This design comes from an exercise in tuning for small area and a short achievable clock period on the open sky130 flow, not from production work.
Only simulation tests tie the RTL to the original design; equivalence was not proved.
Power is estimated from default activity; no workload was simulated.

--- flow/run.sh ---
#!/bin/bash
# synth_recipe.tcl (not shown) runs the flow's synth.tcl, then flattens the netlist and writes it again
# the make line also repeats each setting of config.mk as NAME=value (left out here)
make -C /OpenROAD-flow-scripts/flow DESIGN_CONFIG=/design/flow/config.mk WORK_HOME=/design/flow/orfs CLKGATE_MAP_FILE= SYNTH_SCRIPT=/design/flow/synth_recipe.tcl finish
--- flow/config.mk ---
export PLATFORM = sky130hd
export DESIGN_NAME = punc_mem_responder
export DESIGN_NICKNAME = punc_mem_responder
export VERILOG_FILES = /design/flow/design.v
export SDC_FILE = /design/flow/constraint.sdc
export NUM_CORES = 4
export LEC_CHECK = 0
export CAP_MARGIN = 20
export CELL_PAD_IN_SITES_DETAIL_PLACEMENT = 2
export CELL_PAD_IN_SITES_GLOBAL_PLACEMENT = 2
export CORE_MARGIN = 2
export CORE_UTILIZATION = 25
export PLACE_DENSITY = 0.3
export SLEW_MARGIN = 20
--- flow/constraint.sdc ---
create_clock -name core_clock -period 6.0 [get_ports {clk}]
set_input_delay 1.2000 -clock core_clock [delete_from_list [all_inputs] [get_ports {clk}]]
set_output_delay 1.2000 -clock core_clock [all_outputs]
set_load 0.01 [all_outputs]
--- flow/design.v ---
package punc_mem_responder_pkg;
    localparam int WORD_W = 16;
    localparam int CTR_W  = 4;
    localparam logic [WORD_W-1:0] DSR_ADDR_DEF = 16'hFE04;
    localparam logic [WORD_W-1:0] DDR_ADDR_DEF = 16'hFE06;
    localparam int DSR_READY_BIT = 15;
    typedef enum logic [1:0] {
        ST_IDLE    = 2'd0,
        ST_WAIT    = 2'd1,
        ST_IO_HOLD = 2'd2,
        ST_RESP    = 2'd3
    } state_e;
endpackage
import punc_mem_responder_pkg::*;
module punc_mem_array
#(
    parameter int DEPTH_LOG2 = 8
) (
    input  logic                  clk,
    input  logic                  wr_en,
    input  logic [DEPTH_LOG2-1:0] wr_addr,
    input  logic [WORD_W-1:0]     wr_data,
    input  logic [DEPTH_LOG2-1:0] rd_addr,
    output logic [WORD_W-1:0]     rd_data
);
    logic [WORD_W-1:0] mem [0:(1 << DEPTH_LOG2) - 1];
    always_ff @(posedge clk) begin
        if (wr_en) begin
            mem[wr_addr] <= wr_data;
        end
    end
    assign rd_data = mem[rd_addr];
endmodule
import punc_mem_responder_pkg::*;
module punc_mem_responder
#(
    parameter int                DEPTH_LOG2  = 8,
    parameter int                WAIT_CYCLES = 1,
    parameter logic [WORD_W-1:0] DSR_ADDR    = DSR_ADDR_DEF,
    parameter logic [WORD_W-1:0] DDR_ADDR    = DDR_ADDR_DEF
) (
    input  logic              clk,
    input  logic              rst,
    input  logic              req_valid,
    output logic              req_ready,
    input  logic              req_we,
    input  logic [WORD_W-1:0] req_addr,
    input  logic [WORD_W-1:0] req_wdata,
    output logic              rsp_valid,
    output logic [WORD_W-1:0] rsp_rdata,
    output logic              rsp_err,
    input  logic              load_en,
    input  logic [WORD_W-1:0] load_addr,
    input  logic [WORD_W-1:0] load_data,
    output logic              io_tx_valid,
    output logic [WORD_W-1:0] io_tx_data,
    input  logic              io_tx_ready
);
    localparam logic [CTR_W-1:0] CTR_INIT = CTR_W'(WAIT_CYCLES - 1);
    punc_mem_responder_pkg::state_e state_q, state_d;
    logic [CTR_W-1:0]   ctr_q, ctr_d;
    logic               we_q, we_d;
    logic [WORD_W-1:0]  addr_q, addr_d;
    logic [WORD_W-1:0]  wdata_q, wdata_d;
    logic [WORD_W-1:0]  rsp_rdata_q, rsp_rdata_d;
    logic               rsp_err_q, rsp_err_d;
    logic               io_tx_valid_q, io_tx_valid_d;
    logic [WORD_W-1:0]  io_tx_data_q, io_tx_data_d;
    logic               acc_we;
    logic [WORD_W-1:0]  acc_addr;
    logic [WORD_W-1:0]  acc_wdata;
    logic               do_access;
    logic [WORD_W-1:0]  dsr_word;
    logic               load_in_ram;
    logic               acc_in_ram;
    logic                  ram_wr_en;
    logic [DEPTH_LOG2-1:0] ram_wr_addr;
    logic [WORD_W-1:0]     ram_wr_data;
    logic [WORD_W-1:0]     ram_rd_data;
    punc_mem_array #(
        .DEPTH_LOG2 (DEPTH_LOG2)
    ) u_array (
        .clk     (clk),
        .wr_en   (ram_wr_en & ~rst),
        .wr_addr (ram_wr_addr),
        .wr_data (ram_wr_data),
        .rd_addr (acc_addr[DEPTH_LOG2-1:0]),
        .rd_data (ram_rd_data)
    );
    assign load_in_ram = (load_addr >> DEPTH_LOG2) == '0;
    assign acc_in_ram  = (acc_addr >> DEPTH_LOG2) == '0;
    always_comb begin
        if (state_q == ST_IDLE) begin
            acc_we    = req_we;
            acc_addr  = req_addr;
            acc_wdata = req_wdata;
        end else begin
            acc_we    = we_q;
            acc_addr  = addr_q;
            acc_wdata = wdata_q;
        end
        dsr_word                = '0;
        dsr_word[DSR_READY_BIT] = ~io_tx_valid_q;
    end
    always_comb begin
        state_d       = state_q;
        ctr_d         = ctr_q;
        we_d          = we_q;
        addr_d        = addr_q;
        wdata_d       = wdata_q;
        rsp_rdata_d   = rsp_rdata_q;
        rsp_err_d     = rsp_err_q;
        io_tx_valid_d = io_tx_valid_q & ~io_tx_ready;
        io_tx_data_d  = io_tx_data_q;
        ram_wr_en     = 1'b0;
        ram_wr_addr   = acc_addr[DEPTH_LOG2-1:0];
        ram_wr_data   = acc_wdata;
        do_access     = 1'b0;
        case (state_q)
            ST_IDLE: begin
                if (req_valid) begin
                    we_d    = req_we;
                    addr_d  = req_addr;
                    wdata_d = req_wdata;
                    if (WAIT_CYCLES == 0) begin
                        do_access = 1'b1;
                    end else begin
                        state_d = ST_WAIT;
                        ctr_d   = CTR_INIT;
                    end
                end else if (load_en && load_in_ram) begin
                    ram_wr_en   = 1'b1;
                    ram_wr_addr = load_addr[DEPTH_LOG2-1:0];
                    ram_wr_data = load_data;
                end
            end
            ST_WAIT: begin
                if (ctr_q == '0) begin
                    do_access = 1'b1;
                end else begin
                    ctr_d = ctr_q - 1'b1;
                end
            end
            ST_IO_HOLD: begin
                if (!io_tx_valid_q || io_tx_ready) begin
                    io_tx_valid_d = 1'b1;
                    io_tx_data_d  = wdata_q;
                    state_d       = ST_RESP;
                end
            end
            ST_RESP: begin
                state_d = ST_IDLE;
            end
            default: begin
                state_d = ST_IDLE;
            end
        endcase
        if (do_access) begin
            state_d   = ST_RESP;
            rsp_err_d = 1'b0;
            if (acc_in_ram) begin
                if (acc_we) begin
                    ram_wr_en = 1'b1;
                end else begin
                    rsp_rdata_d = ram_rd_data;
                end
            end else if (acc_addr == DSR_ADDR && !acc_we) begin
                rsp_rdata_d = dsr_word;
            end else if (acc_addr == DDR_ADDR && acc_we) begin
                if (io_tx_valid_q) begin
                    state_d = ST_IO_HOLD;
                end else begin
                    io_tx_valid_d = 1'b1;
                    io_tx_data_d  = acc_wdata;
                end
            end else begin
                rsp_err_d = 1'b1;
                if (!acc_we) begin
                    rsp_rdata_d = '0;
                end
            end
        end
    end
    always_ff @(posedge clk) begin
        if (rst) begin
            state_q       <= ST_IDLE;
            ctr_q         <= '0;
            we_q          <= 1'b0;
            addr_q        <= '0;
            wdata_q       <= '0;
            rsp_rdata_q   <= '0;
            rsp_err_q     <= 1'b0;
            io_tx_valid_q <= 1'b0;
            io_tx_data_q  <= '0;
        end else begin
            state_q       <= state_d;
            ctr_q         <= ctr_d;
            we_q          <= we_d;
            addr_q        <= addr_d;
            wdata_q       <= wdata_d;
            rsp_rdata_q   <= rsp_rdata_d;
            rsp_err_q     <= rsp_err_d;
            io_tx_valid_q <= io_tx_valid_d;
            io_tx_data_q  <= io_tx_data_d;
        end
    end
    assign req_ready   = (state_q == ST_IDLE);
    assign rsp_valid   = (state_q == ST_RESP);
    assign rsp_rdata   = rsp_rdata_q;
    assign rsp_err     = rsp_err_q;
    assign io_tx_valid = io_tx_valid_q;
    assign io_tx_data  = io_tx_data_q;
endmodule
==> run notes <==
-- how the worst min path moves through the flow --
stage / end / slack (ps) / depth (start not counted)
final: wdata_q[15] / 470 / 2
after global routing: wdata_q[11] / 500 / 2
after CTS: wdata_q[15] / 480 / 2
after detailed placement: wdata_q[15] / 470 / 2
after global placement: addr_q[10] / 460 / 2
after floorplan: addr_q[10] / 440 / 2
-- cells in the mapped netlist (12+ instances only) --
cell	n
a2111oi_0	37
mux2i_1	595
o221ai_1	69
a31oi_1	164
or4_1	29
a21oi_1	471
mux2_2	22
nor2_1	387
buf_2	331
a211oi_1	57
nand2_1	2342
o211ai_1	25
o21a_1	12
a32oi_1	125
dfxtp_1	73
inv_1	14
buf_6	37
o22ai_1	250
mux4_2	89
nand3_1	523
o31ai_1	16
nand4_1	61
nor3_1	48
nor4_1	132
o2111ai_1	70
o21ai_0	161
buf_4	114
a221oi_1	29
buf_1	41
a32o_1	16
clkbuf_1	184
a22oi_1	26
o41ai_1	19
and3_1	69
edfxtp_1	4096
-- cell families after synthesis --
family          count (synthesis)
compound gates               1678
buf+inv                       724
fa+ha+maj                       1
flops                        4169
xor+xnor                        4
mux                           707
simple gates                 3656
-- cell usage in the layout, fill, tap and decap left out, types with 61 or more instances in the layout --
master / count
edfxtp_1: 4096
nand3_1: 521
mux2i_1: 592
buf_12: 279
buf_4: 1065
and3_1: 69
clkinv_1: 119
nor2_2: 257
nor2_1: 128
clkbuf_16: 569
nand2_1: 2320
o22ai_1: 250
a31oi_1: 163
o21ai_0: 137
clkbuf_1: 178
nand4_1: 61
nor4_1: 124
a32oi_1: 124
o2111ai_1: 70
mux4_2: 89
clkdlybuf4s50_1: 104
a21oi_1: 469
o221ai_1: 69
dfxtp_1: 73
-- registers in the layout (all words and copies together), names as in the netlist --
signal	flops
addr_q	16
u_array.mem	4096
state_q	2
rsp_rdata_q	16
wdata_q	16
io_tx_valid_q	1
rsp_err_q	1
we_q	1
io_tx_data_q	16
ctr_q	4
-- report_power, final --
group	switching (mW)	total (mW)	internal, mW
Sequential	0.127	34.8	34.6
Combinational	22.3	30.4	8.10
Clock	13.1	31.1	18.0
Total	35.5	96.3	60.8
-- worst max-delay path: cells and delay by family --
kind            cells  cell delay (ps)
compound gates      5             2570
buf+inv             5             1770
simple gates        4             1000
-- stage by stage --
step | power (mW) | setup slack, ps | std cells | util | instance area, um2
floorplan | 46.7 | -745 | 10900 | - | 163000
global placement | 66.0 | -1710 | 20300 | 0.287 | 186000
detailed placement | 66.3 | -775 | 20300 | 0.287 | 186000
finish | 96.3 | 364 | 21300 | 0.312 | 203000
CTS | 97.8 | 366 | 21300 | 0.312 | 203000
global route | 99.3 | 483 | 21300 | 0.312 | 203000
-- routing by layer --
metal,wire length (um),track usage
met1,388000,0.348
met2,404000,0.421
met3,28200,0.0234
met4,19400,0.0524
met5,0,0
-- cell type report --
cell class	instances	area (um2)	share of cell area
Inverter	15	56.3	0.000277
Multi-Input combinational cell	6046	36400	0.180
Clock buffer	750	14900	0.0736
Sequential cell	4169	124000	0.613
Clock inverter	216	1540	0.00759
Antenna cell	35	87.6	0.000431
Timing Repair Buffer	1453	14700	0.0724
Tap cell	8642	10800	0.0533
==> summary.txt <==
Postcts setup bufs - 0
GP Congestion - 0.803
Synthesized area - 0.163 mm2
Hold-fix buffers at CTS - 0
Period utilisation layout - 0.939
Antenna violations before repair - 95
Tmin final - 5640 ps
Maxcap violations - 0
Hpwl dp - 555 mm
Die ar. - 0.659 mm2
WP data arrival - 6670 ps
TritonCTS buffer count - 547
Largest family of logic cells by synthesized area - simple AND/OR/NAND/NOR gates
Final hold slack - 474 ps
HP Class - register to register
Post-CTS sizing - 0
CP Launch Point - req_addr[0]
Slew @ Worst Pin - 1320 ps
Reg-to-reg startpoint - addr_q[0]
Clock buffer depth - 4
Syn nets - 11000
Slew HR - 0.123
Hold wc startpoint - wdata_q[15]
Critical-path cell with the highest stage delay - a2111oi_1
Top area cells in the synthesized netlist - edfxtp_1 75%, nand2_1 5.4%, mux2i_1 3.6%, nand3_1 1.6%, a21oi_1 1.4%
Cell Pwr Density - 474 mW/mm2
Crit end category - register
Synth-to-Final Area Change - 24.4%
Worst skew pair latency - 1110 ps
Die Wd - 812 um
Yosys warning total - 2
Post-Synth Simple-Gate Area - 0.0946
Drt via density - 5.02
WS Path Type - input pin to register
Tot GR Track Use - 0.249
Area share of the largest cell type after synthesis - 0.754
Fin. Hold Viols - 0
Pre-antenna DRT Iters - 6
Sequence of cells on the critical path - clkdlybuf4s50_1, buf_4, or3b_4, nand2_8, buf_12, buf_4, buf_4, nand2_1, nand3_1, a21oi_1, a2111oi_1, o41ai_2, a31oi_2, a221o_1
Yosys cell types - 97
Mux contribution to synthesized area - 0.0504
Critical Path Source Type - input pin
Lkg Pwr - 67.2 nW
Asr flop ratio synth - 0
Layout Nets - 12300
Pin count of the biggest net entering global routing - 113
Adder-cell share of the synthesized area - 0.0000767
Share of cells above drive strength 1 - 0.200
DR iter-0 viols - 9084
Cells after Synth - 10900
DIE HEIGHT - 812 um
Drt drc - 0
Sink Count - 4169
Routed WL - 839 mm
Dominant synthesized flop cell - edfxtp_1
Port bufs - 105
Worst EP required - 7030 ps
Register-to-register setup slack - 370 ps
Register area share after synthesis - 0.762
Io pins - 106
Vias - 107000
RSZ-0062 raised after global routing - false
Top fanout value on the critical path - 47
First-pass GRT wire length - 1110 mm
Status - finished clean
Crit-path max cell delay - 960 ps
DRT antenna net count - 0
Worst R2R End - rsp_rdata_q[1]
Fillers - 66500
Root Driver - clkbuf_16
CP most frequent cell - buf_4
Compound-Gate Fraction of Synth Area - 0.0686
FF+latch count, synth - 4169
Gr ovfl total - 0
Core area - 0.650 mm2
CTS tree - built
Synth Area in XOR/XNOR - 0.000215
Clk slew on worst S/H paths - 70 ps
Setup-failing EPs final - 0
Clock skew - 54.6 ps
Worst VDD drop - 0.000306 V
H-tree levels - 6
Initial Utilization - 0.251
Syn avg cell area - 14.9 um2
Cell row count - 296
Vias in the first global route - 114000
Critical Path End - rsp_rdata_q[1]
WL per Instance - 39.4 um
Post-synth EDFFs - 4096
Setup tns final - 0 ps
Cell taking the most area after synthesis - edfxtp_1
Slew Limit Fails - 0
Worst R2R Path Depth - 12
Highest Clock Rate - 177 MHz

==> re-timing with driven ports <==
No port has a modelled driver above. Below, the same layout with a new extraction and two added sets of constraints.
Step 1, drivers: a clkbuf_16 drives clk and a buf_2 each remaining input, both assumed.
Step 2 also shifts input and output timing later by t, the mid clock arrival at the registers, as if the neighbouring blocks saw the same clock.
Three values: ideal, step 1, step 2; two values: the first two.
t, ns: 1.211
slack for setup (ns): 0.364 / 0.372 / -0.752
hold slack, ns: 0.474 / 0.474 / 0.474
worst data-port slew with drivers (ns): 0.09
With both steps, setup timing fails in this run, where it was met with ideal ports. For this run, drivers alone change the setup slack by +0.008 ns; drivers and shift together by -1.116 ns.
